Background: an optimization exercise with open tools, aiming at small area, a short achievable clock period and few clock cycles per item. Do not read the settings as production practice.
Function was checked by simulation only, so behaviour that the tests miss may differ from the original.

==> flow/design.v <==
package ivdll_pkg;
    localparam logic [14:0] DIST_MIN  = 15'd2560;
    localparam logic [14:0] DIST_MAX  = 15'd20480;
    localparam logic [1:0] ST_INTERP = 2'd0;
    localparam logic [1:0] ST_FAR    = 2'd1;
    localparam logic [1:0] ST_NEAR   = 2'd2;
    localparam logic [15:0] AV0 = 16'd49152;
    localparam logic [15:0] AV1 = 16'd26214;
    localparam logic [15:0] AV2 = 16'd19661;
    localparam logic [15:0] AV3 = 16'd14746;
    localparam logic [15:0] AV4 = 16'd9830;
    localparam logic [15:0] AV5 = 16'd7373;
    localparam logic [64*27-1:0] LOG_TAB = {
        {16'd64794, 11'd742}, {16'd64047, 11'd747}, {16'd63294, 11'd753}, {16'd62534, 11'd760},
        {16'd61769, 11'd765}, {16'd60997, 11'd772}, {16'd60219, 11'd778}, {16'd59434, 11'd785},
        {16'd58643, 11'd791}, {16'd57845, 11'd798}, {16'd57040, 11'd805}, {16'd56229, 11'd811},
        {16'd55410, 11'd819}, {16'd54584, 11'd826}, {16'd53751, 11'd833}, {16'd52911, 11'd840},
        {16'd52063, 11'd848}, {16'd51207, 11'd856}, {16'd50344, 11'd863}, {16'd49472, 11'd872},
        {16'd48593, 11'd879}, {16'd47705, 11'd888}, {16'd46809, 11'd896}, {16'd45904, 11'd905},
        {16'd44990, 11'd914}, {16'd44068, 11'd922}, {16'd43137, 11'd931}, {16'd42196, 11'd941},
        {16'd41246, 11'd950}, {16'd40286, 11'd960}, {16'd39316, 11'd970}, {16'd38336, 11'd980},
        {16'd37346, 11'd990}, {16'd36346, 11'd1000}, {16'd35334, 11'd1012}, {16'd34312, 11'd1022},
        {16'd33279, 11'd1033}, {16'd32234, 11'd1045}, {16'd31178, 11'd1056}, {16'd30109, 11'd1069},
        {16'd29029, 11'd1080}, {16'd27936, 11'd1093}, {16'd26830, 11'd1106}, {16'd25711, 11'd1119},
        {16'd24579, 11'd1132}, {16'd23433, 11'd1146}, {16'd22272, 11'd1161}, {16'd21098, 11'd1174},
        {16'd19909, 11'd1189}, {16'd18704, 11'd1205}, {16'd17484, 11'd1220}, {16'd16248, 11'd1236},
        {16'd14996, 11'd1252}, {16'd13727, 11'd1269}, {16'd12440, 11'd1287}, {16'd11136, 11'd1304},
        {16'd9814, 11'd1322}, {16'd8473, 11'd1341}, {16'd7112, 11'd1361}, {16'd5732, 11'd1380},
        {16'd4331, 11'd1401}, {16'd2909, 11'd1422}, {16'd1466, 11'd1443}, {16'd0, 11'd1466}
    };
    localparam logic [64*25-1:0] EXP_TAB = {
        {15'd32062, 10'd706}, {15'd31364, 10'd698}, {15'd30673, 10'd691}, {15'd29989, 10'd684},
        {15'd29313, 10'd676}, {15'd28645, 10'd668}, {15'd27983, 10'd662}, {15'd27329, 10'd654},
        {15'd26681, 10'd648}, {15'd26041, 10'd640}, {15'd25408, 10'd633}, {15'd24781, 10'd627},
        {15'd24161, 10'd620}, {15'd23548, 10'd613}, {15'd22941, 10'd607}, {15'd22341, 10'd600},
        {15'd21747, 10'd594}, {15'd21160, 10'd587}, {15'd20579, 10'd581}, {15'd20005, 10'd574},
        {15'd19436, 10'd569}, {15'd18874, 10'd562}, {15'd18317, 10'd557}, {15'd17767, 10'd550},
        {15'd17223, 10'd544}, {15'd16684, 10'd539}, {15'd16152, 10'd532}, {15'd15625, 10'd527},
        {15'd15103, 10'd522}, {15'd14588, 10'd515}, {15'd14078, 10'd510}, {15'd13573, 10'd505},
        {15'd13074, 10'd499}, {15'd12580, 10'd494}, {15'd12091, 10'd489}, {15'd11608, 10'd483},
        {15'd11130, 10'd478}, {15'd10657, 10'd473}, {15'd10190, 10'd467}, {15'd9727, 10'd463},
        {15'd9269, 10'd458}, {15'd8816, 10'd453}, {15'd8368, 10'd448}, {15'd7925, 10'd443},
        {15'd7487, 10'd438}, {15'd7053, 10'd434}, {15'd6624, 10'd429}, {15'd6200, 10'd424},
        {15'd5780, 10'd420}, {15'd5365, 10'd415}, {15'd4954, 10'd411}, {15'd4548, 10'd406},
        {15'd4146, 10'd402}, {15'd3748, 10'd398}, {15'd3355, 10'd393}, {15'd2966, 10'd389},
        {15'd2581, 10'd385}, {15'd2200, 10'd381}, {15'd1823, 10'd377}, {15'd1451, 10'd372},
        {15'd1082, 10'd369}, {15'd718, 10'd364}, {15'd357, 10'd361}, {15'd0, 10'd357}
    };
endpackage
module ivdll_lerp #(
    parameter int BASE_W = 16,
    parameter int DIFF_W = 11,
    parameter int FRAC_W = 9,
    parameter int OUT_W  = 17
) (
    input  logic [BASE_W-1:0] base,
    input  logic [DIFF_W-1:0] diff,
    input  logic [FRAC_W-1:0] frac,
    output logic [OUT_W-1:0]  result
);
    localparam int SUM_W = OUT_W + FRAC_W;
    logic [SUM_W-1:0] sum;
    assign sum    = (SUM_W'(base) << FRAC_W) + SUM_W'(diff) * SUM_W'(frac)
                  + (SUM_W'(1) << (FRAC_W - 1));
    assign result = sum[SUM_W-1:FRAC_W];
endmodule
module ir_volts_to_distance_loglog_core (
    input  logic        clk,
    input  logic        rst_n,
    input  logic        cfg_we,
    input  logic        cfg_index,
    input  logic [15:0] cfg_data,
    input  logic        sample_valid,
    output logic        sample_ready,
    input  logic [15:0] voltage,
    output logic        result_valid,
    input  logic        result_ready,
    output logic [14:0] distance,
    output logic [1:0]  range_status
);
    localparam int NS = 10;
    logic [15:0] far_thr_reg;
    logic [15:0] near_thr_reg;
    always_ff @(posedge clk or negedge rst_n)
    begin
        if (!rst_n)
        begin
            far_thr_reg  <= 16'd6554;
            near_thr_reg <= 16'd45875;
        end
        else if (cfg_we)
        begin
            if (cfg_index == 1'b0)
                far_thr_reg  <= cfg_data;
            else
                near_thr_reg <= cfg_data;
        end
    end
    logic [NS:1] vld_reg;
    logic        adv;
    logic        skid_vld_reg;
    logic [15:0] skid_v_reg;
    logic        in_vld;
    logic [15:0] v_in;
    assign adv    = result_ready || !vld_reg[NS];
    assign in_vld = skid_vld_reg || sample_valid;
    assign v_in   = skid_vld_reg ? skid_v_reg : voltage;
    always_ff @(posedge clk or negedge rst_n)
    begin
        if (!rst_n)
        begin
            vld_reg      <= '0;
            skid_vld_reg <= 1'b0;
        end
        else
        begin
            if (adv)
                vld_reg <= {vld_reg[NS-1:1], in_vld};
            if (adv)
                skid_vld_reg <= 1'b0;
            else if (sample_valid)
                skid_vld_reg <= 1'b1;
        end
    end
    always_ff @(posedge clk)
    begin
        if (!adv && !skid_vld_reg)
            skid_v_reg <= voltage;
    end
    assign sample_ready = !skid_vld_reg;
    assign result_valid = vld_reg[NS];
    logic [1:0] st_next;
    always_comb
    begin
        if (v_in <= far_thr_reg)
            st_next = ivdll_pkg::ST_FAR;
        else if (v_in >= near_thr_reg)
            st_next = ivdll_pkg::ST_NEAR;
        else if (v_in > ivdll_pkg::AV0)
            st_next = ivdll_pkg::ST_NEAR;
        else if (v_in < ivdll_pkg::AV5)
            st_next = ivdll_pkg::ST_FAR;
        else
            st_next = ivdll_pkg::ST_INTERP;
    end
    logic [15:0] s1_v_reg;
    logic [1:0]  s1_st_reg;
    always_ff @(posedge clk)
    begin
        if (adv)
        begin
            s1_v_reg  <= v_in;
            s1_st_reg <= st_next;
        end
    end
    logic [2:0]  seg_next;
    logic [14:0] f_next;
    logic [26:0] ltab;
    always_comb
    begin
        if (s1_v_reg >= ivdll_pkg::AV1)
            seg_next = 3'd0;
        else if (s1_v_reg >= ivdll_pkg::AV2)
            seg_next = 3'd1;
        else if (s1_v_reg >= ivdll_pkg::AV3)
            seg_next = 3'd2;
        else if (s1_v_reg >= ivdll_pkg::AV4)
            seg_next = 3'd3;
        else
            seg_next = 3'd4;
        if (s1_v_reg[15])
            f_next = s1_v_reg[14:0];
        else if (s1_v_reg[14])
            f_next = {s1_v_reg[13:0], 1'b0};
        else if (s1_v_reg[13])
            f_next = {s1_v_reg[12:0], 2'b0};
        else
            f_next = {s1_v_reg[11:0], 3'b0};
    end
    assign ltab = ivdll_pkg::LOG_TAB[f_next[14:9]*27 +: 27];
    logic [2:0]  s2_seg_reg;
    logic [15:0] s2_base_reg;
    logic [10:0] s2_diff_reg;
    logic [8:0]  s2_r_reg;
    logic [1:0]  s2_st_reg;
    always_ff @(posedge clk)
    begin
        if (adv)
        begin
            s2_seg_reg  <= seg_next;
            s2_base_reg <= ltab[26:11];
            s2_diff_reg <= ltab[10:0];
            s2_r_reg    <= f_next[8:0];
            s2_st_reg   <= s1_st_reg;
        end
    end
    logic [24:0] kc;
    always_comb
    begin
        case (s2_seg_reg)
            3'd0: kc = 25'd18582782;
            3'd1: kc = 25'd21705470;
            3'd2: kc = 25'd7780606;
            3'd3: kc = 25'd27409662;
            default: kc = 25'd7778046;
        endcase
    end
    logic [24:0] la_r0;
    assign la_r0 = 25'({~({11{s2_r_reg[0]}} & s2_diff_reg)}) << 0;
    logic [24:0] la_r1;
    assign la_r1 = 25'({~({11{s2_r_reg[1]}} & s2_diff_reg)}) << 1;
    logic [24:0] la_r2;
    assign la_r2 = 25'({~({11{s2_r_reg[2]}} & s2_diff_reg)}) << 2;
    logic [24:0] la_r3;
    assign la_r3 = 25'({~({11{s2_r_reg[3]}} & s2_diff_reg)}) << 3;
    logic [24:0] la_r4;
    assign la_r4 = 25'({~({11{s2_r_reg[4]}} & s2_diff_reg)}) << 4;
    logic [24:0] la_r5;
    assign la_r5 = 25'({~({11{s2_r_reg[5]}} & s2_diff_reg)}) << 5;
    logic [24:0] la_r6;
    assign la_r6 = 25'({~({11{s2_r_reg[6]}} & s2_diff_reg)}) << 6;
    logic [24:0] la_r7;
    assign la_r7 = 25'({~({11{s2_r_reg[7]}} & s2_diff_reg)}) << 7;
    logic [24:0] la_r8;
    assign la_r8 = 25'({~({11{s2_r_reg[8]}} & s2_diff_reg)}) << 8;
    logic [24:0] la_r9;
    assign la_r9 = 25'({~s2_base_reg}) << 9;
    logic [24:0] la_r10;
    assign la_r10 = kc;
    logic [24:0] la_l1s0;
    logic [24:0] la_l1c0;
    logic [24:0] la_l1m0;
    assign la_l1s0 = la_r0 ^ la_r1 ^ la_r2;
    assign la_l1m0 = (la_r0 & la_r1) | (la_r0 & la_r2) | (la_r1 & la_r2);
    assign la_l1c0 = {la_l1m0[23:0], 1'b0};
    logic [24:0] la_l1s1;
    logic [24:0] la_l1c1;
    logic [24:0] la_l1m1;
    assign la_l1s1 = la_r3 ^ la_r4 ^ la_r5;
    assign la_l1m1 = (la_r3 & la_r4) | (la_r3 & la_r5) | (la_r4 & la_r5);
    assign la_l1c1 = {la_l1m1[23:0], 1'b0};
    logic [24:0] la_l1s2;
    logic [24:0] la_l1c2;
    logic [24:0] la_l1m2;
    assign la_l1s2 = la_r6 ^ la_r7 ^ la_r8;
    assign la_l1m2 = (la_r6 & la_r7) | (la_r6 & la_r8) | (la_r7 & la_r8);
    assign la_l1c2 = {la_l1m2[23:0], 1'b0};
    logic [24:0] la_l2s0;
    logic [24:0] la_l2c0;
    logic [24:0] la_l2m0;
    assign la_l2s0 = la_l1s0 ^ la_l1c0 ^ la_l1s1;
    assign la_l2m0 = (la_l1s0 & la_l1c0) | (la_l1s0 & la_l1s1) | (la_l1c0 & la_l1s1);
    assign la_l2c0 = {la_l2m0[23:0], 1'b0};
    logic [24:0] la_l2s1;
    logic [24:0] la_l2c1;
    logic [24:0] la_l2m1;
    assign la_l2s1 = la_l1c1 ^ la_l1s2 ^ la_l1c2;
    assign la_l2m1 = (la_l1c1 & la_l1s2) | (la_l1c1 & la_l1c2) | (la_l1s2 & la_l1c2);
    assign la_l2c1 = {la_l2m1[23:0], 1'b0};
    logic [24:0] la_l3s0;
    logic [24:0] la_l3c0;
    logic [24:0] la_l3m0;
    assign la_l3s0 = la_l2s0 ^ la_l2c0 ^ la_l2s1;
    assign la_l3m0 = (la_l2s0 & la_l2c0) | (la_l2s0 & la_l2s1) | (la_l2c0 & la_l2s1);
    assign la_l3c0 = {la_l3m0[23:0], 1'b0};
    logic [24:0] la_l3s1;
    logic [24:0] la_l3c1;
    logic [24:0] la_l3m1;
    assign la_l3s1 = la_l2c1 ^ la_r9 ^ la_r10;
    assign la_l3m1 = (la_l2c1 & la_r9) | (la_l2c1 & la_r10) | (la_r9 & la_r10);
    assign la_l3c1 = {la_l3m1[23:0], 1'b0};
    logic [24:0] la_l4s0;
    logic [24:0] la_l4c0;
    logic [24:0] la_l4m0;
    assign la_l4s0 = la_l3s0 ^ la_l3c0 ^ la_l3s1;
    assign la_l4m0 = (la_l3s0 & la_l3c0) | (la_l3s0 & la_l3s1) | (la_l3c0 & la_l3s1);
    assign la_l4c0 = {la_l4m0[23:0], 1'b0};
    logic [24:0] la_l5s0;
    logic [24:0] la_l5c0;
    logic [24:0] la_l5m0;
    assign la_l5s0 = la_l4s0 ^ la_l4c0 ^ la_l3c1;
    assign la_l5m0 = (la_l4s0 & la_l4c0) | (la_l4s0 & la_l3c1) | (la_l4c0 & la_l3c1);
    assign la_l5c0 = {la_l5m0[23:0], 1'b0};
    logic [9:0] la_lo;
    assign la_lo = {1'b0, la_l5s0[8:0]} + {1'b0, la_l5c0[8:0]};
    logic [2:0]  s3_seg_reg;
    logic [15:0] s3_s_reg;
    logic [15:0] s3_c_reg;
    logic        s3_ci_reg;
    logic [1:0]  s3_st_reg;
    always_ff @(posedge clk)
    begin
        if (adv)
        begin
            s3_seg_reg <= s2_seg_reg;
            s3_s_reg   <= la_l5s0[24:9];
            s3_c_reg   <= la_l5c0[24:9];
            s3_ci_reg  <= la_lo[9];
            s3_st_reg  <= s2_st_reg;
        end
    end
    logic [15:0] dl_next;
    assign dl_next = s3_s_reg + s3_c_reg + 16'(s3_ci_reg);
    logic [2:0]  s4_seg_reg;
    logic        s4_sg0_reg;
    logic        s4_sg1_reg;
    logic        s4_sg01_reg;
    logic [15:0] s4_dl_reg;
    logic [1:0]  s4_st_reg;
    always_ff @(posedge clk)
    begin
        if (adv)
        begin
            s4_seg_reg  <= s3_seg_reg;
            s4_sg0_reg  <= (s3_seg_reg == 3'd0);
            s4_sg1_reg  <= (s3_seg_reg == 3'd1);
            s4_sg01_reg <= (s3_seg_reg == 3'd0) || (s3_seg_reg == 3'd1);
            s4_dl_reg   <= dl_next;
            s4_st_reg   <= s3_st_reg;
        end
    end
    logic [28:0] sl_r0;
    assign sl_r0 = 29'(s4_dl_reg) << 12;
    logic [28:0] sl_r1;
    assign sl_r1 = {29{s4_sg01_reg}} & (29'(s4_dl_reg) << 7);
    logic [28:0] sl_r2;
    assign sl_r2 = {29{s4_sg01_reg}} & (29'(s4_dl_reg) << 2);
    logic [28:0] sl_r3;
    assign sl_r3 = {29{s4_sg01_reg}} & 29'(s4_dl_reg);
    logic [28:0] sl_r4;
    assign sl_r4 = ({29{s4_sg0_reg}} & (29'(s4_dl_reg) << 8)) | ({29{s4_sg1_reg}} & (29'(s4_dl_reg) << 10));
    logic [28:0] sl_r5;
    assign sl_r5 = ({29{s4_sg0_reg}} & (29'(s4_dl_reg) << 5)) | ({29{s4_sg1_reg}} & (29'(s4_dl_reg) << 9));
    logic [28:0] sl_r6;
    assign sl_r6 = {29{s4_sg1_reg}} & (29'(s4_dl_reg) << 3);
    logic [28:0] sl_r7;
    assign sl_r7 = 29'd2048;
    logic [28:0] sl_l1s0;
    logic [28:0] sl_l1c0;
    logic [28:0] sl_l1m0;
    assign sl_l1s0 = sl_r0 ^ sl_r1 ^ sl_r2;
    assign sl_l1m0 = (sl_r0 & sl_r1) | (sl_r0 & sl_r2) | (sl_r1 & sl_r2);
    assign sl_l1c0 = {sl_l1m0[27:0], 1'b0};
    logic [28:0] sl_l1s1;
    logic [28:0] sl_l1c1;
    logic [28:0] sl_l1m1;
    assign sl_l1s1 = sl_r3 ^ sl_r4 ^ sl_r5;
    assign sl_l1m1 = (sl_r3 & sl_r4) | (sl_r3 & sl_r5) | (sl_r4 & sl_r5);
    assign sl_l1c1 = {sl_l1m1[27:0], 1'b0};
    logic [28:0] sl_l2s0;
    logic [28:0] sl_l2c0;
    logic [28:0] sl_l2m0;
    assign sl_l2s0 = sl_l1s0 ^ sl_l1c0 ^ sl_l1s1;
    assign sl_l2m0 = (sl_l1s0 & sl_l1c0) | (sl_l1s0 & sl_l1s1) | (sl_l1c0 & sl_l1s1);
    assign sl_l2c0 = {sl_l2m0[27:0], 1'b0};
    logic [28:0] sl_l2s1;
    logic [28:0] sl_l2c1;
    logic [28:0] sl_l2m1;
    assign sl_l2s1 = sl_l1c1 ^ sl_r6 ^ sl_r7;
    assign sl_l2m1 = (sl_l1c1 & sl_r6) | (sl_l1c1 & sl_r7) | (sl_r6 & sl_r7);
    assign sl_l2c1 = {sl_l2m1[27:0], 1'b0};
    logic [28:0] sl_l3s0;
    logic [28:0] sl_l3c0;
    logic [28:0] sl_l3m0;
    assign sl_l3s0 = sl_l2s0 ^ sl_l2c0 ^ sl_l2s1;
    assign sl_l3m0 = (sl_l2s0 & sl_l2c0) | (sl_l2s0 & sl_l2s1) | (sl_l2c0 & sl_l2s1);
    assign sl_l3c0 = {sl_l3m0[27:0], 1'b0};
    logic [28:0] sl_l4s0;
    logic [28:0] sl_l4c0;
    logic [28:0] sl_l4m0;
    assign sl_l4s0 = sl_l3s0 ^ sl_l3c0 ^ sl_l2c1;
    assign sl_l4m0 = (sl_l3s0 & sl_l3c0) | (sl_l3s0 & sl_l2c1) | (sl_l3c0 & sl_l2c1);
    assign sl_l4c0 = {sl_l4m0[27:0], 1'b0};
    logic [12:0] sl_lo;
    assign sl_lo = {1'b0, sl_l4s0[11:0]} + {1'b0, sl_l4c0[11:0]};
    logic [2:0]  s5_seg_reg;
    logic [16:0] s5_s_reg;
    logic [16:0] s5_c_reg;
    logic        s5_ci_reg;
    logic [1:0]  s5_st_reg;
    always_ff @(posedge clk)
    begin
        if (adv)
        begin
            s5_seg_reg <= s4_seg_reg;
            s5_s_reg   <= sl_l4s0[28:12];
            s5_c_reg   <= sl_l4c0[28:12];
            s5_ci_reg  <= sl_lo[12];
            s5_st_reg  <= s4_st_reg;
        end
    end
    logic [16:0] delta_next;
    assign delta_next = s5_s_reg + s5_c_reg + 17'(s5_ci_reg);
    logic [2:0]  s6_seg_reg;
    logic [16:0] s6_delta_reg;
    logic [1:0]  s6_st_reg;
    always_ff @(posedge clk)
    begin
        if (adv)
        begin
            s6_seg_reg   <= s5_seg_reg;
            s6_delta_reg <= delta_next;
            s6_st_reg    <= s5_st_reg;
        end
    end
    logic [24:0] etab;
    assign etab = ivdll_pkg::EXP_TAB[s6_delta_reg[15:10]*25 +: 25];
    logic [2:0]  s7_seg_reg;
    logic        s7_ip_reg;
    logic [14:0] s7_base_reg;
    logic [9:0]  s7_diff_reg;
    logic [9:0]  s7_r_reg;
    logic [1:0]  s7_st_reg;
    always_ff @(posedge clk)
    begin
        if (adv)
        begin
            s7_seg_reg  <= s6_seg_reg;
            s7_ip_reg   <= s6_delta_reg[16];
            s7_base_reg <= etab[24:10];
            s7_diff_reg <= etab[9:0];
            s7_r_reg    <= s6_delta_reg[9:0];
            s7_st_reg   <= s6_st_reg;
        end
    end
    logic [25:0] le_r0;
    assign le_r0 = 26'({10{s7_r_reg[0]}} & s7_diff_reg) << 0;
    logic [25:0] le_r1;
    assign le_r1 = 26'({10{s7_r_reg[1]}} & s7_diff_reg) << 1;
    logic [25:0] le_r2;
    assign le_r2 = 26'({10{s7_r_reg[2]}} & s7_diff_reg) << 2;
    logic [25:0] le_r3;
    assign le_r3 = 26'({10{s7_r_reg[3]}} & s7_diff_reg) << 3;
    logic [25:0] le_r4;
    assign le_r4 = 26'({10{s7_r_reg[4]}} & s7_diff_reg) << 4;
    logic [25:0] le_r5;
    assign le_r5 = 26'({10{s7_r_reg[5]}} & s7_diff_reg) << 5;
    logic [25:0] le_r6;
    assign le_r6 = 26'({10{s7_r_reg[6]}} & s7_diff_reg) << 6;
    logic [25:0] le_r7;
    assign le_r7 = 26'({10{s7_r_reg[7]}} & s7_diff_reg) << 7;
    logic [25:0] le_r8;
    assign le_r8 = 26'({10{s7_r_reg[8]}} & s7_diff_reg) << 8;
    logic [25:0] le_r9;
    assign le_r9 = 26'({10{s7_r_reg[9]}} & s7_diff_reg) << 9;
    logic [25:0] le_r10;
    assign le_r10 = {1'b0, s7_base_reg, 10'd512};
    logic [25:0] le_l1s0;
    logic [25:0] le_l1c0;
    logic [25:0] le_l1m0;
    assign le_l1s0 = le_r0 ^ le_r1 ^ le_r2;
    assign le_l1m0 = (le_r0 & le_r1) | (le_r0 & le_r2) | (le_r1 & le_r2);
    assign le_l1c0 = {le_l1m0[24:0], 1'b0};
    logic [25:0] le_l1s1;
    logic [25:0] le_l1c1;
    logic [25:0] le_l1m1;
    assign le_l1s1 = le_r3 ^ le_r4 ^ le_r5;
    assign le_l1m1 = (le_r3 & le_r4) | (le_r3 & le_r5) | (le_r4 & le_r5);
    assign le_l1c1 = {le_l1m1[24:0], 1'b0};
    logic [25:0] le_l1s2;
    logic [25:0] le_l1c2;
    logic [25:0] le_l1m2;
    assign le_l1s2 = le_r6 ^ le_r7 ^ le_r8;
    assign le_l1m2 = (le_r6 & le_r7) | (le_r6 & le_r8) | (le_r7 & le_r8);
    assign le_l1c2 = {le_l1m2[24:0], 1'b0};
    logic [25:0] le_l2s0;
    logic [25:0] le_l2c0;
    logic [25:0] le_l2m0;
    assign le_l2s0 = le_l1s0 ^ le_l1c0 ^ le_l1s1;
    assign le_l2m0 = (le_l1s0 & le_l1c0) | (le_l1s0 & le_l1s1) | (le_l1c0 & le_l1s1);
    assign le_l2c0 = {le_l2m0[24:0], 1'b0};
    logic [25:0] le_l2s1;
    logic [25:0] le_l2c1;
    logic [25:0] le_l2m1;
    assign le_l2s1 = le_l1c1 ^ le_l1s2 ^ le_l1c2;
    assign le_l2m1 = (le_l1c1 & le_l1s2) | (le_l1c1 & le_l1c2) | (le_l1s2 & le_l1c2);
    assign le_l2c1 = {le_l2m1[24:0], 1'b0};
    logic [25:0] le_l3s0;
    logic [25:0] le_l3c0;
    logic [25:0] le_l3m0;
    assign le_l3s0 = le_l2s0 ^ le_l2c0 ^ le_l2s1;
    assign le_l3m0 = (le_l2s0 & le_l2c0) | (le_l2s0 & le_l2s1) | (le_l2c0 & le_l2s1);
    assign le_l3c0 = {le_l3m0[24:0], 1'b0};
    logic [25:0] le_l3s1;
    logic [25:0] le_l3c1;
    logic [25:0] le_l3m1;
    assign le_l3s1 = le_l2c1 ^ le_r9 ^ le_r10;
    assign le_l3m1 = (le_l2c1 & le_r9) | (le_l2c1 & le_r10) | (le_r9 & le_r10);
    assign le_l3c1 = {le_l3m1[24:0], 1'b0};
    logic [25:0] le_l4s0;
    logic [25:0] le_l4c0;
    logic [25:0] le_l4m0;
    assign le_l4s0 = le_l3s0 ^ le_l3c0 ^ le_l3s1;
    assign le_l4m0 = (le_l3s0 & le_l3c0) | (le_l3s0 & le_l3s1) | (le_l3c0 & le_l3s1);
    assign le_l4c0 = {le_l4m0[24:0], 1'b0};
    logic [25:0] le_l5s0;
    logic [25:0] le_l5c0;
    logic [25:0] le_l5m0;
    assign le_l5s0 = le_l4s0 ^ le_l4c0 ^ le_l3c1;
    assign le_l5m0 = (le_l4s0 & le_l4c0) | (le_l4s0 & le_l3c1) | (le_l4c0 & le_l3c1);
    assign le_l5c0 = {le_l5m0[24:0], 1'b0};
    logic [10:0] le_lo;
    assign le_lo = {1'b0, le_l5s0[9:0]} + {1'b0, le_l5c0[9:0]};
    logic [4:0]  s8_k_reg;
    logic        s8_far_reg;
    logic        s8_near_reg;
    logic        s8_ip_reg;
    logic [15:0] s8_s_reg;
    logic [15:0] s8_c_reg;
    logic        s8_ci_reg;
    logic [1:0]  s8_st_reg;
    always_ff @(posedge clk)
    begin
        if (adv)
        begin
            s8_k_reg    <= 5'(1) << s7_seg_reg;
            s8_far_reg  <= (s7_st_reg == ivdll_pkg::ST_FAR);
            s8_near_reg <= (s7_st_reg == ivdll_pkg::ST_NEAR);
            s8_ip_reg   <= s7_ip_reg && (s7_st_reg == ivdll_pkg::ST_INTERP);
            s8_s_reg    <= le_l5s0[25:10];
            s8_c_reg    <= le_l5c0[25:10];
            s8_ci_reg   <= le_lo[10];
            s8_st_reg   <= s7_st_reg;
        end
    end
    logic [15:0] exm_next;
    assign exm_next = s8_s_reg + s8_c_reg + 16'(s8_ci_reg);
    logic [4:0]  s9_k_reg;
    logic        s9_far_reg;
    logic        s9_near_reg;
    logic        s9_ip_reg;
    logic [15:0] s9_exm_reg;
    logic [1:0]  s9_st_reg;
    always_ff @(posedge clk)
    begin
        if (adv)
        begin
            s9_k_reg    <= s8_k_reg;
            s9_far_reg  <= s8_far_reg;
            s9_near_reg <= s8_near_reg;
            s9_ip_reg   <= s8_ip_reg;
            s9_exm_reg  <= exm_next;
            s9_st_reg   <= s8_st_reg;
        end
    end
    logic [16:0] ex;
    logic [22:0] ex23;
    logic [22:0] op_a;
    logic [22:0] op_b;
    logic        neg;
    logic [22:0] m_sum;
    logic [14:0] dist_next;
    assign ex   = {s9_exm_reg[15], !s9_exm_reg[15], s9_exm_reg[14:0]};
    assign ex23 = 23'(ex);
    assign op_a = ({23{s9_k_reg[0]}} & (ex23 << 2))
                | ({23{s9_k_reg[1]}} & (ex23 << 3))
                | ({23{s9_k_reg[2] | s9_k_reg[3]}} & (ex23 << 4))
                | ({23{s9_k_reg[4]}} & (ex23 << 5));
    assign op_b = ({23{s9_k_reg[0]}} & ex23)
                | ({23{s9_k_reg[1]}} & (ex23 << 1))
                | ({23{s9_k_reg[2]}} & ~ex23)
                | ({23{s9_k_reg[3]}} & (ex23 << 2))
                | ({23{s9_k_reg[4]}} & ~(ex23 << 1));
    assign neg  = s9_k_reg[2] || s9_k_reg[4];
    assign m_sum = op_a + op_b + {17'd0, 1'b1, 4'd0, neg};
    always_comb
    begin
        if (s9_far_reg)
            dist_next = ivdll_pkg::DIST_MAX;
        else if (s9_near_reg)
            dist_next = ivdll_pkg::DIST_MIN;
        else if (s9_ip_reg)
            dist_next = 15'd5120;
        else
            dist_next = m_sum[20:6];
    end
    logic [14:0] dist_reg;
    logic [1:0]  st_out_reg;
    always_ff @(posedge clk)
    begin
        if (adv)
        begin
            dist_reg   <= dist_next;
            st_out_reg <= s9_st_reg;
        end
    end
    assign distance     = dist_reg;
    assign range_status = st_out_reg;
endmodule
==> flow/run.sh <==
#!/bin/bash
# synth_recipe.tcl (not shown) runs the flow's synth.tcl, then flattens the netlist and writes it again
# the make line also repeats each setting of config.mk as NAME=value (left out here)
make -C /OpenROAD-flow-scripts/flow DESIGN_CONFIG=/design/flow/config.mk WORK_HOME=/design/flow/orfs CLKGATE_MAP_FILE= SYNTH_SCRIPT=/design/flow/synth_recipe.tcl finish
==> flow/config.mk <==
export PLATFORM = sky130hd
export DESIGN_NAME = ir_volts_to_distance_loglog_core
export DESIGN_NICKNAME = ir_volts_to_distance_loglog_core
export VERILOG_FILES = /design/flow/design.v
export SDC_FILE = /design/flow/constraint.sdc
export NUM_CORES = 4
export LEC_CHECK = 0
export CAP_MARGIN = 20
export CORE_MARGIN = 2
export CORE_UTILIZATION = 40
export SLEW_MARGIN = 20
==> flow/constraint.sdc <==
create_clock -name core_clock -period 7.0 [get_ports {clk}]
set_input_delay 1.4000 -clock core_clock [delete_from_list [all_inputs] [get_ports {clk}]]
set_output_delay 1.4000 -clock core_clock [all_outputs]
set_load 0.01 [all_outputs]
==> impl_metrics.tcl, run 1 <==
set metrics [dict create \
    hold_viol_final 0 \
    rr_endpoint "s2_diff_reg[5]" \
    drt_first_iter_violations 1809 \
    min_path_type "flip-flop to flip-flop" \
    portBuffers 56 \
    grt_setup_unrepaired "no" \
    hold_end "s8_s_reg[14]" \
    min_from "s7_base_reg[14]" \
    yosysTopAreaCell "edfxtp_1" \
    critical_path_class "flip-flop to flip-flop" \
    place_congestion 0.892 \
    dr_wl_met2_um 32500 \
    worstPathCellList "nor2b_1, a211oi_1, a21o_1, inv_1, ha_1, a21oi_1, a2111oi_0, nor3_1" \
    wl_per_cell_um 18.4 \
    synth_nets 3421 \
    ys_seq_area_frac 0.360 \
    grt_use_total 0.185 \
    hpwl_um 52000 \
    syn-cell-area_um2 29600 \
    synth_edf_count 319 \
    ys_top_cells_by_area "edfxtp_1 (32%), fa_1 (16%), ha_1 (11%)" \
    fin_skew_ps 31.2 \
    maxSlewViolCount 0 \
    synthArstFlopShare 0.119 \
    antenna_found_initial 1 \
    met3_length_um 4080 \
    yosysTopAreaCellShare 0.323 \
    die-area_um2 76300 \
    worst_pin_slew_ps 1010 \
    synth-seq-cells 362 \
    clockBufferDepth 3 \
    synth_mux_area_frac 0.0235 \
    rows 99 \
    wl_um 70800 \
    synth_simple_gate_area_frac 0.125 \
    relSlewSlack 0.329 \
    rr_startpoint "s1_v_reg[14]" \
    status "timing/DRC/antenna clean" \
    cts_root_buf "clkbuf_16" \
    syn2layout_area_growth_pct 9.38 \
    nets 3395 \
    post_cts_resized 0 \
    htreeDepth 2 \
    required_ps 7290 \
    syn_avg_cell_area_um2 10.3 \
    rrSetupSlack_ps 2550 \
    grt_first_pass_wirelength_um 116000 \
    ant_nets 0 \
    synthAdderAreaFrac 0.267 \
    ios 57 \
    yosysWarningCount 1 \
    grt_pass1_vias 21725 \
    synth_top_family_by_area "adder cells" \
    ys.flop_type "edfxtp_1" \
    finalSetupTns_ps 0 \
    slowest_stage "edfxtp_1" \
    drive_gt1_frac 0.0580 \
    layoutNonFillerInstCount 3856 \
    fin_crit_ps 4450 \
    drc 0 \
    min_period_over_period 0.636 \
    max_freq_ghz 0.225 \
    vias 21145 \
    worstHoldPathCells 0 \
    dr.pass1.iters 7 \
    cts_tree "done" \
    setup_viol 0 \
    wl_met1_um 32300 \
    via_per_inst 5.48 \
    endpoint_kind "flip-flop" \
    fp.dieH_um 276 \
    grt_max_degree 161 \
    syn_inst 2889 \
    arrival_ps 4740 \
    core_um2 73200 \
    rr_worst_depth 8 \
    startpoint_type "flip-flop" \
    cp_max_fo 32 \
    ctsHoldBuffers 0 \
    start_util 0.405 \
    clock_sinks 362 \
    top_layer_used "met4" \
    cts.clk_slew.worst_paths_ps 70 \
    slowest_delay_ps 1010 \
    numCtsBuffers 44 \
    post_cts_buffers 0 \
    die_w_um 276 \
    grt.overflow.total 0 \
    drv_cap 0 \
    worstSkewPairLatency_ps 590 \
    synth_cell_types 91 \
    synth_xor_area_frac 0.0171 \
    dp.cells 3776 \
    synth-compound-area-share 0.140 \
]
-- per-layer routing --
layer	up-vias	track usage
met5	-	0
met4	0	0.0612
met3	124	0.0295
met2	635	0.297
met1	10407	0.257
li1	9979	-
-- worst max-delay path by stage --
stage	startpoint	endpoint	slack [ps]	cells after the start
5_1_grt	s9_k_reg[4]	dist_reg[12]	2210	13
2_1_floorplan	result_ready	skid_v_reg[0]	1760	3
4_1_cts	s9_k_reg[4]	dist_reg[12]	2660	13
3_3_place_gp	s1_v_reg[14]	s2_diff_reg[5]	2810	8
6_report	s1_v_reg[14]	s2_diff_reg[5]	2550	8
3_5_place_dp	s9_k_reg[4]	dist_reg[12]	2690	13
-- layout by cell type, fill, tap and decap left out, types with 56 or more instances in the layout --
| cell type | count |
|---|---|
| and2_1 | 156 |
| o21ai_0 | 130 |
| nand2_1 | 305 |
| inv_1 | 362 |
| nor2_1 | 155 |
| edfxtp_1 | 319 |
| fa_1 | 230 |
| ha_1 | 264 |
| a21oi_1 | 147 |
| nor3_1 | 56 |
-- final cells by class --
cell class,count,area [um^2]
sequential,362,10700
multi-input combinational,2015,17000
clock buffer,59,1180
clock inverter,20,269
inverter,366,1370
timing repair buffer,74,716
fill,6835,40800
antenna,1,2.50
tap,959,1200
-- kinds of logic after synthesis --
group           after synthesis
simple gates                785
compound gates              617
buf+inv                     512
fa+ha+maj                   495
flops                       362
mux                          60
xor+xnor                     58
-- per-stage QoR --
step / area [um^2] / worst slack, ps / hold WS [ps] / util
final: 32400 / 2550 / 409 / 0.443
after global placement: 31000 / 2810 / 401 / 0.423
after detailed placement: 31000 / 2690 / 405 / 0.423
after floorplan: 29600 / 1760 / 400 / -
after CTS: 32400 / 2660 / 412 / 0.443
after global routing: 32400 / 2210 / 418 / 0.443
-- critical path: cells and delay by family, from the launching register on --
family          cells  cell delay [ps]
flops               1             1010
fa+ha+maj           1              640
simple gates        2              340
buf+inv             1              680
compound gates      4             1470
-- Yosys cell counts (14+ instances only) --
| master | number |
|---|---|
| o22ai_1 | 20 |
| a21o_1 | 36 |
| a21oi_1 | 147 |
| mux2_2 | 39 |
| buf_1 | 16 |
| a311oi_1 | 14 |
| a31oi_1 | 24 |
| nand2_1 | 305 |
| nor3_1 | 56 |
| o21ai_0 | 130 |
| nand3_1 | 19 |
| o21a_1 | 22 |
| edfxtp_1 | 319 |
| a211oi_1 | 35 |
| and2_1 | 156 |
| xnor2_1 | 39 |
| nor2_1 | 156 |
| xor2_1 | 19 |
| fa_1 | 230 |
| inv_1 | 362 |
| buf_2 | 27 |
| mux2i_1 | 16 |
| ha_1 | 264 |
| o211ai_1 | 17 |
| dfstp_2 | 16 |
| nor2b_1 | 21 |
| nand2b_1 | 17 |
| dfrtp_1 | 27 |
| clkbuf_1 | 99 |
| a22oi_1 | 30 |
Testbench counts, summed over its fixed seeds: cycles 16,080, items 16,000.
==> run 2, diff against run 1 <==
--- a/flow/design.v
+++ b/flow/design.v
@@ -131,3 +131,5 @@
     assign result_valid = vld_reg[NS];
-    logic [1:0] st_next;
+    logic [1:0]  st_next;
+    logic [2:0]  seg_next;
+    logic [14:0] f_next;
     always_comb
@@ -144,4 +146,23 @@
             st_next = ivdll_pkg::ST_INTERP;
+        if (v_in >= ivdll_pkg::AV1)
+            seg_next = 3'd0;
+        else if (v_in >= ivdll_pkg::AV2)
+            seg_next = 3'd1;
+        else if (v_in >= ivdll_pkg::AV3)
+            seg_next = 3'd2;
+        else if (v_in >= ivdll_pkg::AV4)
+            seg_next = 3'd3;
+        else
+            seg_next = 3'd4;
+        if (v_in[15])
+            f_next = v_in[14:0];
+        else if (v_in[14])
+            f_next = {v_in[13:0], 1'b0};
+        else if (v_in[13])
+            f_next = {v_in[12:0], 2'b0};
+        else
+            f_next = {v_in[11:0], 3'b0};
     end
-    logic [15:0] s1_v_reg;
+    logic [2:0]  s1_seg_reg;
+    logic [14:0] s1_f_reg;
     logic [1:0]  s1_st_reg;
@@ -151,31 +172,9 @@
         begin
-            s1_v_reg  <= v_in;
-            s1_st_reg <= st_next;
+            s1_seg_reg <= seg_next;
+            s1_f_reg   <= f_next;
+            s1_st_reg  <= st_next;
         end
     end
-    logic [2:0]  seg_next;
-    logic [14:0] f_next;
     logic [26:0] ltab;
-    always_comb
-    begin
-        if (s1_v_reg >= ivdll_pkg::AV1)
-            seg_next = 3'd0;
-        else if (s1_v_reg >= ivdll_pkg::AV2)
-            seg_next = 3'd1;
-        else if (s1_v_reg >= ivdll_pkg::AV3)
-            seg_next = 3'd2;
-        else if (s1_v_reg >= ivdll_pkg::AV4)
-            seg_next = 3'd3;
-        else
-            seg_next = 3'd4;
-        if (s1_v_reg[15])
-            f_next = s1_v_reg[14:0];
-        else if (s1_v_reg[14])
-            f_next = {s1_v_reg[13:0], 1'b0};
-        else if (s1_v_reg[13])
-            f_next = {s1_v_reg[12:0], 2'b0};
-        else
-            f_next = {s1_v_reg[11:0], 3'b0};
-    end
-    assign ltab = ivdll_pkg::LOG_TAB[f_next[14:9]*27 +: 27];
+    assign ltab = ivdll_pkg::LOG_TAB[s1_f_reg[14:9]*27 +: 27];
     logic [2:0]  s2_seg_reg;
@@ -189,6 +188,6 @@
         begin
-            s2_seg_reg  <= seg_next;
+            s2_seg_reg  <= s1_seg_reg;
             s2_base_reg <= ltab[26:11];
             s2_diff_reg <= ltab[10:0];
-            s2_r_reg    <= f_next[8:0];
+            s2_r_reg    <= s1_f_reg[8:0];
             s2_st_reg   <= s1_st_reg;
@@ -528,5 +527,2 @@
     logic [4:0]  s9_k_reg;
-    logic        s9_far_reg;
-    logic        s9_near_reg;
-    logic        s9_ip_reg;
     logic [15:0] s9_exm_reg;
@@ -537,8 +533,23 @@
         begin
-            s9_k_reg    <= s8_k_reg;
-            s9_far_reg  <= s8_far_reg;
-            s9_near_reg <= s8_near_reg;
-            s9_ip_reg   <= s8_ip_reg;
-            s9_exm_reg  <= exm_next;
-            s9_st_reg   <= s8_st_reg;
+            if (s8_far_reg)
+            begin
+                s9_k_reg   <= 5'b10000;
+                s9_exm_reg <= 16'd10922;
+            end
+            else if (s8_near_reg)
+            begin
+                s9_k_reg   <= 5'b00001;
+                s9_exm_reg <= 16'd0;
+            end
+            else if (s8_ip_reg)
+            begin
+                s9_k_reg   <= 5'b00001;
+                s9_exm_reg <= 16'd32768;
+            end
+            else
+            begin
+                s9_k_reg   <= s8_k_reg;
+                s9_exm_reg <= exm_next;
+            end
+            s9_st_reg <= s8_st_reg;
         end
@@ -565,13 +576,3 @@
     assign m_sum = op_a + op_b + {17'd0, 1'b1, 4'd0, neg};
-    always_comb
-    begin
-        if (s9_far_reg)
-            dist_next = ivdll_pkg::DIST_MAX;
-        else if (s9_near_reg)
-            dist_next = ivdll_pkg::DIST_MIN;
-        else if (s9_ip_reg)
-            dist_next = 15'd5120;
-        else
-            dist_next = m_sum[20:6];
-    end
+    assign dist_next = m_sum[20:6];
     logic [14:0] dist_reg;
==> impl_metrics.tcl, run 2 <==
set metrics [dict create \
    fin_skew_ps 16.5 \
    final_cell_area_um2 32000 \
    layoutNonFillerInstCount 3805 \
    startpoint_type "flip-flop" \
    cts_root_buf "clkbuf_16" \
    startpoint "s9_k_reg[4]" \
    rrSetupSlack_ps 2760 \
    min_period_over_period 0.606 \
    slowest_stage "edfxtp_1" \
    yosysTopAreaCell "edfxtp_1" \
    synth.most_common_cell "inv_1" \
    worstPathCellList "clkinv_1, o22ai_1, a211o_1, ha_1, ha_1, nand2_1, o31a_1, nor3_1, o21ai_1, a21oi_2, nor4_1, or3_1" \
    die-area_um2 75100 \
    drt_first_iter_violations 1614 \
    antenna_found_initial 1 \
    synth-seq-cells 361 \
    drv_cap 0 \
    syn2layout_area_growth_pct 9.52 \
    status "timing/DRC/antenna clean" \
    post_cts_buffers 0 \
    required_ps 7320 \
    grt_first_pass_wirelength_um 108000 \
    syn_inst 2826 \
    grt_max_degree 165 \
    ant_nets 0 \
    placed_area_um2 30600 \
    utilization 0.440 \
    rr_startpoint "s9_k_reg[4]" \
    ctsHoldBuffers 0 \
    rr_worst_depth 12 \
    worstSkewPairLatency_ps 570 \
    arrival_ps 4560 \
    synthArstFlopShare 0.119 \
    rr_endpoint "dist_reg[13]" \
    final_common_cell "inv_1" \
    relSlewSlack 0.327 \
    nets 3350 \
    wl_per_cell_um 17.2 \
    finalSetupTns_ps 0 \
    fin_crit_ps 4240 \
    dp.cells 3731 \
    slowest_delay_ps 780 \
    fp.dieH_um 274 \
    n_antenna_cell 0 \
    grt.overflow.total 0 \
    maxSlewViolCount 0 \
    hold_viol_final 0 \
    crit_buf_inv 1 \
    final_cell_mix "inv_1 (385), edfxtp_1 (318), nand2_1 (282), ha_1 (266), fa_1 (230)" \
    drc 0 \
    core_um2 72600 \
    start_util 0.402 \
    place_ws_ps 2610 \
    cts_tree "done" \
    dr.pass1.iters 7 \
    vias 20476 \
    htreeDepth 2 \
    rows 99 \
    via_per_inst 5.38 \
    worstSetupEndpoint "dist_reg[13]" \
    ys_seq_area_frac 0.365 \
    max_freq_ghz 0.236 \
    cpMostUsedCell "ha_1" \
    cts.clk_slew.worst_paths_ps 60 \
    place_congestion 0.876 \
    syn-cell-area_um2 29200 \
    die_w_um 274 \
    min_path_type "flip-flop to flip-flop" \
    yosysTopAreaCellShare 0.327 \
    drive_gt1_frac 0.0562 \
    clock_sinks 361 \
    portBuffers 56 \
    endpoint_kind "flip-flop" \
    worstSetupPathDepth 12 \
    grt_use_total 0.177 \
    grt_pass1_vias 20741 \
    synth_nets 3360 \
    clockBufferDepth 3 \
    ys_top_cells_by_area "edfxtp_1 (33%), fa_1 (16%), ha_1 (11%)" \
    synth_edf_count 318 \
    ios 57 \
    setup_viol 0 \
    hpwl_um 49100 \
    post_cts_resized 0 \
    cp_max_fo 20 \
    worst_pin_slew_ps 1010 \
    whs_ps 414 \
    fillers 6868 \
    yosysWarningCount 1 \
    grt_setup_unrepaired "no" \
    cp_top_family "compound AO/OA/AOI/OAI gates" \
    worstHoldPathCells 0 \
    wl_um 65600 \
    synth_cell_types 80 \
    critical_path_class "flip-flop to flip-flop" \
    synth_top_cells_by_count "inv_1 (385), edfxtp_1 (318), nand2_1 (282)" \
    ys.flop_type "edfxtp_1" \
    syn_avg_cell_area_um2 10.3 \
    setup_ws_ps 2760 \
    numCtsBuffers 42 \
]
## run 2: worst min-delay path by stage
| stage | to | startpoint |
|---|---|---|
| after global routing | s7_r_reg[1] | s6_delta_reg[1] |
| after floorplan | s2_r_reg[0] | s1_f_reg[0] |
| after CTS | s6_seg_reg[1] | s5_seg_reg[1] |
| after detailed placement | s4_st_reg[0] | s3_st_reg[0] |
| final | s7_r_reg[8] | s6_delta_reg[8] |
| after global placement | s8_s_reg[14] | s7_base_reg[14] |
## run 2: kinds of logic (layout without fill, tap and decap cells)
logic type                 count (synthesis)  in the layout  share of synthesized area
DFF                                      361            361                      0.365
muxes                                     76             76                     0.0330
adders and majority gates                497            497                      0.272
xor gates and xnor gates                  42             42                     0.0126
AOI/OAI and AO/OA                        568            568                      0.126
buffers and inverters                    517            537                     0.0667
and+or+nand+nor                          765            765                      0.125
## run 2: area by class of cell
class                      instances  area, um^2  area share
clock buffer                      56        1160      0.0362
clock inverter                    18         186     0.00583
inverter                         388        1460      0.0456
multi-input combinational       1948       16600       0.520
sequential                       361       10600       0.333
tap                              959        1200      0.0375
timing repair buffer              75         711      0.0222
## run 2: per-layer routing
metal  routed length [um]  track usage  vias to the layer above  share of wire
li1                     -            -                     9748              -
met2                31000        0.292                      580           0.47
met4                 2080       0.0629                        0          0.032
met3                 2980       0.0239                      108          0.045
met5                    0            0                        -              0
met1                29600        0.238                    10040           0.45
Testbench counts of run 2, summed over its fixed seeds: cycles 16,080, items 16,000.
==> run 3, diff against run 2 <==
==> flow/flow/run.sh (new file) <==
#!/bin/bash
# The standard layout (the standard.sh: ORFS from synthesis to the final
# layout, unchanged synthesis), with two placement/CTS options changed:
# ports are buffered with buf_2 cells, and CTS inserts no dummy loads.
set -euo pipefail
bash standard.sh \
    'BUFFER_PORTS_ARGS=-buffer_cell sky130_fd_sc_hd__buf_2' \
    'CTS_ARGS=-sink_clustering_enable -repair_clock_nets -dont_use_dummy_load' \
    finish > standard_flow.log 2>&1
==> flow/standard.sh (new file) <==
#!/bin/bash
# synth_recipe.tcl (not shown) runs the flow's synth.tcl, then flattens the netlist and writes it again
# the make line also repeats each setting of config.mk as NAME=value (left out here)
make -C /OpenROAD-flow-scripts/flow DESIGN_CONFIG=/design/flow/config.mk WORK_HOME=/design/flow/orfs CLKGATE_MAP_FILE= SYNTH_SCRIPT=/design/flow/synth_recipe.tcl "${@:-finish}"
removed: flow/run.sh
==> impl_metrics.tcl, run 3 <==
set metrics [dict create \
    status "timing/DRC/antenna clean" \
    start_util 0.402 \
    syn_inst 2826 \
    slowest_stage "fa_1" \
    arrival_ps 4470 \
    place_congestion 0.889 \
    synth_nets 3360 \
    ys_top_cells_by_area "edfxtp_1 (33%), fa_1 (16%), ha_1 (11%)" \
    ant_nets 0 \
    die_w_um 274 \
    min_path_type "flip-flop to flip-flop" \
    drc 0 \
    ios 57 \
    dr.pass1.iters 8 \
    maxSlewViolCount 0 \
    vias 20322 \
    nets 3348 \
    required_ps 7280 \
    cpMostUsedCell "fa_1" \
    synthArstFlopShare 0.119 \
    setup_viol 0 \
    clockBufferDepth 3 \
    hpwl_um 49800 \
    final_cell_mix "inv_1 (385), edfxtp_1 (318), nand2_1 (282), ha_1 (266), fa_1 (230)" \
    post_cts_resized 0 \
    max_freq_ghz 0.239 \
    portBuffers 56 \
    post_cts_buffers 0 \
    yosysWarningCount 1 \
    drt_first_iter_violations 1596 \
    grt_use_total 0.176 \
    syn2layout_area_growth_pct 7.54 \
    grt_first_pass_wirelength_um 108000 \
    cts_tree "done" \
    cp_top_family "adder cells" \
    antenna_found_initial 0 \
    synth_edf_count 318 \
    worst_pin_slew_ps 971 \
    crit_buf_inv 2 \
    hold_viol_final 0 \
    slowest_delay_ps 530 \
    relSlewSlack 0.352 \
    numCtsBuffers 42 \
    synth-seq-cells 361 \
    critical_path_class "flip-flop to flip-flop" \
    worstSkewPairLatency_ps 580 \
    yosysTopAreaCellShare 0.327 \
    fp.dieH_um 274 \
    ctsHoldBuffers 0 \
    finalSetupTns_ps 0 \
    via_per_inst 5.39 \
    drv_cap 0 \
    wl_per_cell_um 17.4 \
    cp_max_fo 10 \
    wl_um 65500 \
    cts.clk_slew.worst_paths_ps 60 \
    htreeDepth 2 \
    fin_crit_ps 4190 \
    clock_sinks 361 \
    ys.flop_type "edfxtp_1" \
    grt_setup_unrepaired "no" \
    min_period_over_period 0.598 \
    core_um2 72600 \
    ys_seq_area_frac 0.365 \
    setup_ws_ps 2810 \
    cts_root_buf "clkbuf_16" \
    worstPathCellList "and2_1, fa_1, inv_1, fa_1, fa_1, inv_1, fa_1, ha_1, ha_1, nand4_1, nor3_1, o21a_1, o21ai_0, nand2b_1" \
    grt.overflow.total 0 \
    synth_cell_types 80 \
    drive_gt1_frac 0.0711 \
    die-area_um2 75100 \
    grt_pass1_vias 20615 \
    syn-cell-area_um2 29200 \
    n_antenna_cell 0 \
    syn_avg_cell_area_um2 10.3 \
    place_ws_ps 2780 \
    grt_max_degree 165 \
    synth.most_common_cell "inv_1" \
    rows 99 \
    synth_top_cells_by_count "inv_1 (385), edfxtp_1 (318), nand2_1 (282)" \
    whs_ps 407 \
    startpoint_type "flip-flop" \
    endpoint_kind "flip-flop" \
    fin_skew_ps 66.7 \
    yosysTopAreaCell "edfxtp_1" \
    final_common_cell "inv_1" \
]
[run 3: cell counts after synthesis]
No cell type changed its count.
[run 3: cells by family (layout without fill, tap and decap cells)]
family                   after synthesis  in the layout  share of synthesized area
buffers and inverters                517            503                     0.0667
XOR/XNOR                              42             42                     0.0126
flip-flops                           361            361                      0.365
multiplexers                          76             76                     0.0330
AND/OR/NAND/NOR                      765            765                      0.125
AO/OA/AOI/OAI                        568            568                      0.126
adder cells (fa/ha/maj)              497            497                      0.272
[run 3: per-stage QoR]
stage	cell area, um^2	cells	util
6_report	31400	3771	0.432
3_5_place_dp	30300	3729	0.418
5_1_grt	31400	3771	0.432
3_3_place_gp	30300	3729	0.418
2_1_floorplan	29200	2826	-
4_1_cts	31400	3771	0.432
[run 3: layout make-up]
type / instances / area (um^2)
clock buffer: 42 / 1050
timing repair buffer: 73 / 420
fill: 6969 / 41200
tap: 959 / 1200
multi-input combinational: 1948 / 16600
sequential: 361 / 10600
inverter: 388 / 1460
[run 3: worst reg2reg max path, delay by kind of cell, from the launching register on]
kind,cells,cell delay (ps)
AOI/OAI and AO/OA,2,310
adders and majority gates,6,2560
buffers and inverters,2,110
DFF,1,520
and+or+nand+nor,4,460
[run 3: path summary, 6_finish.rpt]
check / depth (start not counted) / slack, ps / startpoint / endpoint
worst max register to register: 14 / 2810 / s7_diff_reg[2] / s8_ci_reg
worst min-delay path: 0 / 410 / s8_st_reg[0] / s9_st_reg[0]
max in group asynchronous: 1 / 5410 / rst_n / far_thr_reg[10]
min in group asynchronous: 1 / 980 / rst_n / far_thr_reg[6]
worst min register to register: 0 / 410 / s8_st_reg[0] / s9_st_reg[0]
worst max-delay path: 14 / 2810 / s7_diff_reg[2] / s8_ci_reg
[run 3: layer usage]
layer / wire length, um / track usage / vias to the layer above
li1: - / - / 9709
met2: 30700 / 0.292 / 557
met5: 0 / 0 / -
met3: 2830 / 0.0225 / 134
met4: 2920 / 0.0774 / 0
met1: 29100 / 0.231 / 9922
==> run 4, diff against run 3 <==
--- a/flow/design.v
+++ b/flow/design.v
@@ -282,8 +282,5 @@
     assign la_l5c0 = {la_l5m0[23:0], 1'b0};
-    logic [9:0] la_lo;
-    assign la_lo = {1'b0, la_l5s0[8:0]} + {1'b0, la_l5c0[8:0]};
     logic [2:0]  s3_seg_reg;
-    logic [15:0] s3_s_reg;
-    logic [15:0] s3_c_reg;
-    logic        s3_ci_reg;
+    logic [24:0] s3_s_reg;
+    logic [24:0] s3_c_reg;
     logic [1:0]  s3_st_reg;
@@ -294,5 +291,4 @@
             s3_seg_reg <= s2_seg_reg;
-            s3_s_reg   <= la_l5s0[24:9];
-            s3_c_reg   <= la_l5c0[24:9];
-            s3_ci_reg  <= la_lo[9];
+            s3_s_reg   <= la_l5s0;
+            s3_c_reg   <= la_l5c0;
             s3_st_reg  <= s2_st_reg;
@@ -300,4 +296,6 @@
     end
+    logic [24:0] dl_sum;
     logic [15:0] dl_next;
-    assign dl_next = s3_s_reg + s3_c_reg + 16'(s3_ci_reg);
+    assign dl_sum  = s3_s_reg + s3_c_reg;
+    assign dl_next = dl_sum[24:9];
     logic [2:0]  s4_seg_reg;
@@ -500,4 +498,2 @@
     assign le_l5c0 = {le_l5m0[24:0], 1'b0};
-    logic [10:0] le_lo;
-    assign le_lo = {1'b0, le_l5s0[9:0]} + {1'b0, le_l5c0[9:0]};
     logic [4:0]  s8_k_reg;
@@ -506,5 +502,4 @@
     logic        s8_ip_reg;
-    logic [15:0] s8_s_reg;
-    logic [15:0] s8_c_reg;
-    logic        s8_ci_reg;
+    logic [25:0] s8_s_reg;
+    logic [25:0] s8_c_reg;
     logic [1:0]  s8_st_reg;
@@ -518,5 +513,4 @@
             s8_ip_reg   <= s7_ip_reg && (s7_st_reg == ivdll_pkg::ST_INTERP);
-            s8_s_reg    <= le_l5s0[25:10];
-            s8_c_reg    <= le_l5c0[25:10];
-            s8_ci_reg   <= le_lo[10];
+            s8_s_reg    <= le_l5s0;
+            s8_c_reg    <= le_l5c0;
             s8_st_reg   <= s7_st_reg;
@@ -524,6 +518,49 @@
     end
-    logic [15:0] exm_next;
-    assign exm_next = s8_s_reg + s8_c_reg + 16'(s8_ci_reg);
-    logic [4:0]  s9_k_reg;
-    logic [15:0] s9_exm_reg;
+    logic [25:0] exm_sum;
+    logic [15:0] exm;
+    logic [4:0]  k;
+    logic [16:0] ex;
+    logic [22:0] ex23;
+    logic [22:0] op_a_next;
+    logic [22:0] op_b_next;
+    logic        neg_next;
+    assign exm_sum = s8_s_reg + s8_c_reg;
+    always_comb
+    begin
+        if (s8_far_reg)
+        begin
+            k   = 5'b10000;
+            exm = 16'd10922;
+        end
+        else if (s8_near_reg)
+        begin
+            k   = 5'b00001;
+            exm = 16'd0;
+        end
+        else if (s8_ip_reg)
+        begin
+            k   = 5'b00001;
+            exm = 16'd32768;
+        end
+        else
+        begin
+            k   = s8_k_reg;
+            exm = exm_sum[25:10];
+        end
+    end
+    assign ex   = {exm[15], !exm[15], exm[14:0]};
+    assign ex23 = 23'(ex);
+    assign op_a_next = ({23{k[0]}} & (ex23 << 2))
+                     | ({23{k[1]}} & (ex23 << 3))
+                     | ({23{k[2] | k[3]}} & (ex23 << 4))
+                     | ({23{k[4]}} & (ex23 << 5));
+    assign op_b_next = ({23{k[0]}} & ex23)
+                     | ({23{k[1]}} & (ex23 << 1))
+                     | ({23{k[2]}} & ~ex23)
+                     | ({23{k[3]}} & (ex23 << 2))
+                     | ({23{k[4]}} & ~(ex23 << 1));
+    assign neg_next  = k[2] || k[4];
+    logic [22:0] s9_op_a_reg;
+    logic [22:0] s9_op_b_reg;
+    logic        s9_neg_reg;
     logic [1:0]  s9_st_reg;
@@ -533,45 +570,11 @@
         begin
-            if (s8_far_reg)
-            begin
-                s9_k_reg   <= 5'b10000;
-                s9_exm_reg <= 16'd10922;
-            end
-            else if (s8_near_reg)
-            begin
-                s9_k_reg   <= 5'b00001;
-                s9_exm_reg <= 16'd0;
-            end
-            else if (s8_ip_reg)
-            begin
-                s9_k_reg   <= 5'b00001;
-                s9_exm_reg <= 16'd32768;
-            end
-            else
-            begin
-                s9_k_reg   <= s8_k_reg;
-                s9_exm_reg <= exm_next;
-            end
-            s9_st_reg <= s8_st_reg;
+            s9_op_a_reg <= op_a_next;
+            s9_op_b_reg <= op_b_next;
+            s9_neg_reg  <= neg_next;
+            s9_st_reg   <= s8_st_reg;
         end
     end
-    logic [16:0] ex;
-    logic [22:0] ex23;
-    logic [22:0] op_a;
-    logic [22:0] op_b;
-    logic        neg;
     logic [22:0] m_sum;
     logic [14:0] dist_next;
-    assign ex   = {s9_exm_reg[15], !s9_exm_reg[15], s9_exm_reg[14:0]};
-    assign ex23 = 23'(ex);
-    assign op_a = ({23{s9_k_reg[0]}} & (ex23 << 2))
-                | ({23{s9_k_reg[1]}} & (ex23 << 3))
-                | ({23{s9_k_reg[2] | s9_k_reg[3]}} & (ex23 << 4))
-                | ({23{s9_k_reg[4]}} & (ex23 << 5));
-    assign op_b = ({23{s9_k_reg[0]}} & ex23)
-                | ({23{s9_k_reg[1]}} & (ex23 << 1))
-                | ({23{s9_k_reg[2]}} & ~ex23)
-                | ({23{s9_k_reg[3]}} & (ex23 << 2))
-                | ({23{s9_k_reg[4]}} & ~(ex23 << 1));
-    assign neg  = s9_k_reg[2] || s9_k_reg[4];
-    assign m_sum = op_a + op_b + {17'd0, 1'b1, 4'd0, neg};
+    assign m_sum     = s9_op_a_reg + s9_op_b_reg + {17'd0, 1'b1, 4'd0, s9_neg_reg};
     assign dist_next = m_sum[20:6];
==> impl_metrics.tcl, run 4 <==
set metrics [dict create \
    yosysTopAreaCellShare 0.352 \
    drive_gt1_frac 0.0710 \
    worstSkewPairLatency_ps 580 \
    synth-seq-cells 397 \
    nets 3395 \
    status "timing/DRC/antenna clean" \
    ys_top_cells_by_area "edfxtp_1 (35%), fa_1 (15%), ha_1 (11%)" \
    place_ws_ps 2790 \
    hold_viol_final 0 \
    grt_use_total 0.177 \
    finalSetupTns_ps 0 \
    core_um2 74600 \
    fp.dieH_um 279 \
    min_path_type "flip-flop to flip-flop" \
    n_antenna_cell 0 \
    drt_first_iter_violations 1602 \
    slowest_delay_ps 700 \
    max_freq_ghz 0.250 \
    start_util 0.405 \
    dr.pass1.iters 6 \
    via_per_inst 5.48 \
    syn2layout_area_growth_pct 7.79 \
    synthArstFlopShare 0.108 \
    ys_seq_area_frac 0.389 \
    rr_startpoint "s4_sg0_reg" \
    wl_um 68200 \
    syn-cell-area_um2 30200 \
    cts_tree "done" \
    grt_first_pass_wirelength_um 113000 \
    endpoint_kind "flip-flop" \
    grt_pass1_vias 21571 \
    min_from "s4_st_reg[1]" \
    portBuffers 56 \
    drc 0 \
    startpoint "s4_sg0_reg" \
    cpMostUsedCell "fa_1" \
    grt_max_degree 166 \
    cts_root_buf "clkbuf_16" \
    wl_per_cell_um 17.8 \
    fin_crit_ps 3990 \
    vias 20995 \
    numCtsBuffers 47 \
    required_ps 7310 \
    post_cts_resized 0 \
    synth_top_cells_by_count "edfxtp_1 (354), inv_1 (344), nand2_1 (333)" \
    worstPathCellList "nand2_1, fa_1, inv_1, fa_1, inv_1, fa_1, fa_1, inv_1, ha_1, a21o_1, a21oi_1, o21ai_0" \
    antenna_found_initial 0 \
    clockBufferDepth 3 \
    cp_top_family "adder cells" \
    fin_skew_ps 55.8 \
    synth.most_common_cell "edfxtp_1" \
    cp_max_fo 18 \
    post_cts_buffers 0 \
    grt.overflow.total 0 \
    final_common_cell "edfxtp_1" \
    final_cell_mix "edfxtp_1 (354), inv_1 (344), nand2_1 (333), ha_1 (268), fa_1 (226)" \
    grt_setup_unrepaired "no" \
    drv_cap 0 \
    whs_ps 411 \
    arrival_ps 4300 \
    yosysTopAreaCell "edfxtp_1" \
    htreeDepth 2 \
    ctsHoldBuffers 0 \
    die_w_um 279 \
    min_period_over_period 0.571 \
    maxSlewViolCount 0 \
    synth_nets 3404 \
    relSlewSlack 0.253 \
    synth_edf_count 354 \
    place_congestion 0.881 \
    syn_inst 2872 \
    rows 100 \
    setup_ws_ps 3010 \
    startpoint_type "flip-flop" \
    ant_nets 0 \
    setup_viol 0 \
    critical_path_class "flip-flop to flip-flop" \
    clock_sinks 397 \
    synth_cell_types 84 \
    ios 57 \
    yosysWarningCount 1 \
    ys.flop_type "edfxtp_1" \
    syn_avg_cell_area_um2 10.5 \
    crit_buf_inv 3 \
    worst_pin_slew_ps 1120 \
    die-area_um2 77700 \
    cts.clk_slew.worst_paths_ps 60 \
    slowest_stage "edfxtp_1" \
    hpwl_um 51400 \
]
## run 4: cell families (layout without fill, tap and decap cells)
kind of cell / count (synthesis) / after routing / share of synthesized area
fa+ha+maj: 496 / 496 / 0.262
mux: 73 / 73 / 0.0300
flops: 397 / 397 / 0.389
xor+xnor: 57 / 57 / 0.0165
compound gates: 590 / 590 / 0.126
simple gates: 773 / 773 / 0.117
buf+inv: 486 / 475 / 0.0606
## run 4: worst paths after layout
| kind | cells after the start | slack [ps] | endpoint |
|---|---|---|---|
| worst min register to register | 0 | 410 | s5_st_reg[1] |
| worst max register to register | 12 | 3010 | s5_ci_reg |
| min in group asynchronous | 1 | 980 | far_thr_reg[6] |
| worst min-delay path | 0 | 410 | s5_st_reg[1] |
| worst max-delay path | 12 | 3010 | s5_ci_reg |
| max in group asynchronous | 1 | 5430 | far_thr_reg[10] |
## run 4: stage by stage
stage	cell area [um^2]	util	cells
2_1_floorplan	30200	-	2872
3_3_place_gp	31400	0.420	3783
3_5_place_dp	31400	0.420	3783
4_1_cts	32500	0.436	3830
5_1_grt	32500	0.436	3830
6_report	32500	0.436	3830
## run 4: final cells by class
cell class / instances / area [um^2]
Timing Repair Buffer: 79 / 465
Tap cell: 969 / 1210
Fill cell: 7022 / 42000
Inverter: 349 / 1310
Sequential cell: 397 / 11700
Multi-Input combinational cell: 1989 / 16600
Clock buffer: 47 / 1180
## run 4: metal layers
| layer | vias to the layer above | global-route usage | share of wire |
|---|---|---|---|
| li1 | 9918 | - | - |
| met1 | 10332 | 0.234 | 0.44 |
| met2 | 615 | 0.301 | 0.49 |
| met3 | 130 | 0.0247 | 0.053 |
| met4 | 0 | 0.0539 | 0.024 |
| met5 | - | 0 | 0 |
Testbench counts of run 4, summed over its fixed seeds: cycles 16,080, items 16,000.

## re-timing with driven ports
How much do the figures lean on ideal ports? The routed layouts below were timed once more, with nothing changed but the port constraints. Step 1 (the two cells are an assumption about what drives the block):
set clk [get_ports {clk}]
set_driving_cell -lib_cell sky130_fd_sc_hd__clkbuf_16 $clk
set_driving_cell -lib_cell sky130_fd_sc_hd__buf_2 [delete_from_list [all_inputs] $clk]
Step 2 times the ports against the registers' clock, not the clock port: input delays grow and output delays shrink by t, the midpoint of the rising clock arrivals with the driver on. a / b / c = ideal / step 1 / step 2; a / b = the first two.
run | t, ns | slack for setup (ns) | hold WS [ns] | worst register clock-pin slew, ns
run 1 | 0.639 | 2.550 / 2.550 / 2.550 | 0.409 / 0.409 / 0.409 | 0.07 / 0.07
run 2 | 0.620 | 2.761 / 2.761 / 2.579 | 0.414 / 0.414 / 0.414 | 0.06 / 0.06
run 3 | 0.605 | 2.815 / 2.815 / 2.815 | 0.407 / 0.407 / 0.407 | 0.06 / 0.06
run 4 | 0.608 | 3.006 / 3.006 / 2.816 | 0.411 / 0.411 / 0.411 | 0.06 / 0.06
After both steps setup and hold are still met in every run listed. For run 4, which loses most, drivers alone change the setup slack by 0.000 ns; drivers and shift together by -0.190 ns.
